Context: an optimization exercise on an open-source flow, tuned for a short achievable clock period and few clock cycles. The choices shown serve that exercise and are no tape-out recipe. Only simulation tests tie the RTL to the original design; equivalence was not proved. No activity file was given, so power comes from the tool's default toggle rates.

Setup of the reference run:
==> flow/design.v (excerpt) <==
module rv_core (
    input  wire logic        clk,
    input  wire logic        rst,
    input  wire logic [31:0] imem_rdata,
    output logic [31:0]      imem_addr,
    output logic             retire_valid,
    output logic [31:0]      retire_pc,
    output logic [31:0]      retire_insn,
    output logic [4:0]       retire_rd,
    output logic             retire_rd_we,
    output logic [31:0]      retire_wdata
);
    logic [12:0] pcl;
    logic [18:0] pch;
    logic [1:0]  pcd;        
    logic        fix;        
    logic [18:0] fix_hi;     
    logic        x_valid;
    logic [31:0] x_pc;
    logic [31:0] x_insn;
    logic [31:0] x_am;       
    logic [31:0] x_bm;       
    logic [31:0] sd_a;       
    logic [31:0] sd_b;       
    logic        slt_a;      
    logic        slt_b;      
    logic        x_add, x_sub, x_and, x_or, x_xor, x_slt;
    logic        x_mp_eq;    
    logic        x_mp_ne;    
    logic [12:0] x_alt_lo;   
    logic [1:0]  x_alt_d;    
    logic [4:0]  x_rd;
    logic        x_we;
    logic        x_addi;     
    logic [31:0] x_negimm;   
    logic [31:0] s_sum, s_diff, s_lg;
    logic        s_slt;
    logic        s_valid;
    logic [31:0] s_pc;
    logic [31:0] s_insn;
    logic [4:0]  s_rd;
    logic        s_we;
    logic        s_add, s_sub, s_lgop, s_sltop;
    logic [31:0] s_res;
    logic        r_valid;
    logic [31:0] r_pc;
    logic [31:0] r_insn;
    logic [4:0]  r_rd;
    logic        r_we;
    logic [31:0] r_wdata;
    logic [31:0] rf [1:31];
    logic [31:0] w;
    logic [6:0]  opc;
    logic [2:0]  f3;
    logic [6:0]  f7;
    logic [4:0]  rs1, rs2, rd;
    logic        is_op, is_opi, is_br, f3_alu, f7_ok, writes, pred;
    logic        fa_next, fb_next;
    logic [31:0] imm_i;
    logic [12:0] pn_lo, alt_lo, z1_lo, z0_lo;
    logic [1:0]  pn_d, alt_d, z1_d, z0_d;
  ...
Size: about 4800 cells after synthesis, about 1500 flip-flops, ~71000 um^2 of cells after synthesis.
clock: 6.5 ns
lec_check: 0
cap_margin: 20
core_margin: 2
core_utilization: 40
place_density: 0.6
setup_slack_margin: 4.5
slew_margin: 20
synth_hierarchical: 1
synth_minimum_keep_size: 0
standard.sh (not shown) runs the stock make flow with config.mk's settings and CLKGATE_MAP_FILE= SYNTH_SCRIPT=/design/flow/synth_recipe.tcl, a recipe that flattens the netlist after the stock synthesis.
==> flow/flow/run.sh <==
#!/bin/bash
# Standard layout with two changes to synthesis: adders are left to ABC
# instead of the platform's full/half adder cells, and the slow wide OR/NOR
# cells and the 5-input AOI/OAI cells are not used.
set -euo pipefail
cat >> config.mk <<'EOF'
export DONT_USE_CELLS += sky130_fd_sc_hd__or4_1 sky130_fd_sc_hd__or4_2 sky130_fd_sc_hd__or4_4 sky130_fd_sc_hd__or4b_1 sky130_fd_sc_hd__or4b_2 sky130_fd_sc_hd__or4b_4 sky130_fd_sc_hd__or4bb_1 sky130_fd_sc_hd__or4bb_2 sky130_fd_sc_hd__or4bb_4 sky130_fd_sc_hd__nor4_1 sky130_fd_sc_hd__nor4_2 sky130_fd_sc_hd__nor4_4 sky130_fd_sc_hd__nor4b_1 sky130_fd_sc_hd__nor4b_2 sky130_fd_sc_hd__nor4b_4 sky130_fd_sc_hd__nor4bb_1 sky130_fd_sc_hd__nor4bb_2 sky130_fd_sc_hd__nor4bb_4 sky130_fd_sc_hd__a2111o_1 sky130_fd_sc_hd__a2111o_2 sky130_fd_sc_hd__a2111o_4 sky130_fd_sc_hd__a2111oi_0 sky130_fd_sc_hd__a2111oi_1 sky130_fd_sc_hd__a2111oi_2 sky130_fd_sc_hd__a2111oi_4 sky130_fd_sc_hd__o2111a_1 sky130_fd_sc_hd__o2111a_2 sky130_fd_sc_hd__o2111a_4 sky130_fd_sc_hd__o2111ai_1 sky130_fd_sc_hd__o2111ai_2 sky130_fd_sc_hd__o2111ai_4
EOF
bash standard.sh ADDER_MAP_FILE= finish > make_finish.log 2>&1
Testbench counts of the reference run, summed over its fixed seeds: cycles 24,278.
Edits applied to the flow inputs when going from the reference run to the trial run:
--- a/flow/design.v
+++ b/flow/design.v
@@ -121,16 +121,18 @@
     assign z0_d   = f3[0] ? t_d : p4_d;
 endmodule
 `default_nettype wire
 `default_nettype none
 module execute_stage (
     input  wire logic [31:0] x_am,
     input  wire logic [31:0] x_bm,
-    input  wire logic [31:0] sd_a,
-    input  wire logic [31:0] sd_b,
+    input  wire logic [31:0] sum_a,
+    input  wire logic [31:0] diff_a,
+    input  wire logic [31:0] sum_b,
+    input  wire logic [31:0] diff_b,
     input  wire logic        slt_a,
     input  wire logic        slt_b,
     input  wire logic        x_and,
     input  wire logic        x_or,
     input  wire logic        x_xor,
     input  wire logic [31:0] x_negimm,   
     output logic [31:0]      sum,
@@ -139,16 +141,16 @@
     output logic             slt,
     output logic             eq,         
     output logic             z           
 );
     logic [31:0] op_a, op_b;
     logic [31:0] x_ab, a_ab, o_ab;     
     logic        sub_co;
-    assign op_a = x_am | sd_a | {31'd0, slt_a};
-    assign op_b = x_bm | sd_b | {31'd0, slt_b};
+    assign op_a = x_am | sum_a | diff_a | {31'd0, slt_a};
+    assign op_b = x_bm | sum_b | diff_b | {31'd0, slt_b};
     assign x_ab  = op_a ^ op_b;
     assign a_ab  = op_a & op_b;
     assign o_ab  = op_a | op_b;
     ks_add i_add (.a(op_a), .b(op_b), .s(sum));
     ks_sub i_sub (.a(op_a), .b(op_b), .s(diff), .co(sub_co));
     eq32 i_eq (.a(op_a), .b(op_b), .eq(eq));
     eq32 i_z  (.a(op_a), .b(x_negimm), .eq(z));
@@ -244,16 +246,18 @@
     logic        fix;        
     logic [18:0] fix_hi;     
     logic        x_valid;
     logic [31:0] x_pc;
     logic [31:0] x_insn;
     logic [31:0] x_am;       
     logic [31:0] x_bm;       
-    logic [31:0] sd_a;       
-    logic [31:0] sd_b;       
+    logic [31:0] sum_a;      
+    logic [31:0] diff_a;     
+    logic [31:0] sum_b;      
+    logic [31:0] diff_b;
     logic        slt_a;      
     logic        slt_b;      
     logic        x_add, x_sub, x_and, x_or, x_xor, x_slt;
     logic        x_mp_eq;    
     logic        x_mp_ne;    
     logic [12:0] x_alt_lo;   
     logic [1:0]  x_alt_d;    
@@ -343,16 +347,18 @@
     assign a_rd = rf_read(rs1);
     assign b_rd = rf_read(rs2);
     logic [31:0] sum, diff, logic_res;
     logic        slt;
     execute_stage i_execute_stage (
         .x_am      (x_am),
         .x_bm      (x_bm),
-        .sd_a      (sd_a),
-        .sd_b      (sd_b),
+        .sum_a     (sum_a),
+        .diff_a    (diff_a),
+        .sum_b     (sum_b),
+        .diff_b    (diff_b),
         .slt_a     (slt_a),
         .slt_b     (slt_b),
         .x_and     (x_and),
         .x_or      (x_or),
         .x_xor     (x_xor),
         .x_negimm  (x_negimm),
         .sum       (sum),
@@ -392,16 +398,18 @@
         x_valid  <= go;
         x_mp_eq  <= go && is_br && !early && (!f3[0] ^ pred);
         x_mp_ne  <= go && is_br && !early && (f3[0] ^ pred);
         x_pc     <= {pc_hi, pcl};
         x_insn   <= w;
         x_am     <= fa_next ? logic_res : a_rd;
         x_bm     <= is_opi ? imm_i : (fb_next ? logic_res : b_rd);
-        sd_a     <= ({32{fa_next && x_add}} & sum) | ({32{fa_next && x_sub}} & diff);
-        sd_b     <= ({32{fb_next && x_add}} & sum) | ({32{fb_next && x_sub}} & diff);
+        sum_a    <= {32{fa_next && x_add}} & sum;
+        diff_a   <= {32{fa_next && x_sub}} & diff;
+        sum_b    <= {32{fb_next && x_add}} & sum;
+        diff_b   <= {32{fb_next && x_sub}} & diff;
         slt_a    <= fa_next && x_slt && slt;
         slt_b    <= fb_next && x_slt && slt;
         x_add    <= f3 == F3_ADD_SUB && !(is_op && f7 == F7_SUB);
         x_sub    <= f3 == F3_ADD_SUB && is_op && f7 == F7_SUB;
         x_slt    <= f3 == F3_SLT;
         x_xor    <= f3 == F3_XOR;
         x_or     <= f3 == F3_OR;
--- outcome ---
Both conditions hold for the trial run: the flow ran to the end and the final layout passed the timing, design-rule and antenna checks. Final cell count: the trial run vs the reference run up 3.1%. From the reference run to the trial run the numbers moved as follows: critical path depth saw an increase; area overhead of the layout relative to synthesis saw a decrease; number of clock-tree buffers in the layout saw an increase; overall power saw an increase; leakage component of the power saw an increase. The trial run against the reference run: core utilization -1.1 points, die footprint went up 2.2%, data arrival at the endpoint of the critical path rose 0.17 ns. Per the comparison of the trial run with the reference run, per-cell via count in the routed design shrank by about 1%; total routing resource utilization after global routing grew by 0.47 points. The trial run vs the reference run: portion of total power attributed to the clock network down in the trial run. Comparing the trial run and the reference run, the higher net count after synthesis is on the trial run. x_bm[2]$_DFF_P_ as the origin of the worst setup path was reported by the trial run, and x_am[2]$_DFF_P_ by the reference run.
Testbench counts of the trial run, summed over its fixed seeds: cycles 24,278.

==> static timing again, ports no longer ideal <==
The results above use ideal ports. As a check the final layouts listed here were re-extracted and re-timed, cells and wires unchanged.
Step 1 sets driving cells, clkbuf_16 on the clock port and buf_2 on the other inputs (assumed; they add their load-dependent delay and slew).
Step 2, shift: input delay + t, output delay - t, t = (earliest + latest rising clock arrival at the registers) / 2. This alone moves slack from input paths to output paths.
Slacks: ideal / step 1 / step 2; pairs: ideal / step 1.
| run | t (ns) | slack for setup (ns) | slew at the worst register clock pin (ns) | worst data-port slew with drivers (ns) |
|---|---|---|---|---|
| the reference run | 0.923 | 3.555 / 3.074 / 2.151 | 0.07 / 0.07 | 0.77 |
| the trial run | 0.918 | 3.381 / 3.381 / 2.556 | 0.07 / 0.07 | 0.64 |
After both steps every run listed still meets setup and hold. The setup slack of the reference run, which loses most, moves by -0.481 ns with the drivers and by -1.404 ns with both steps.
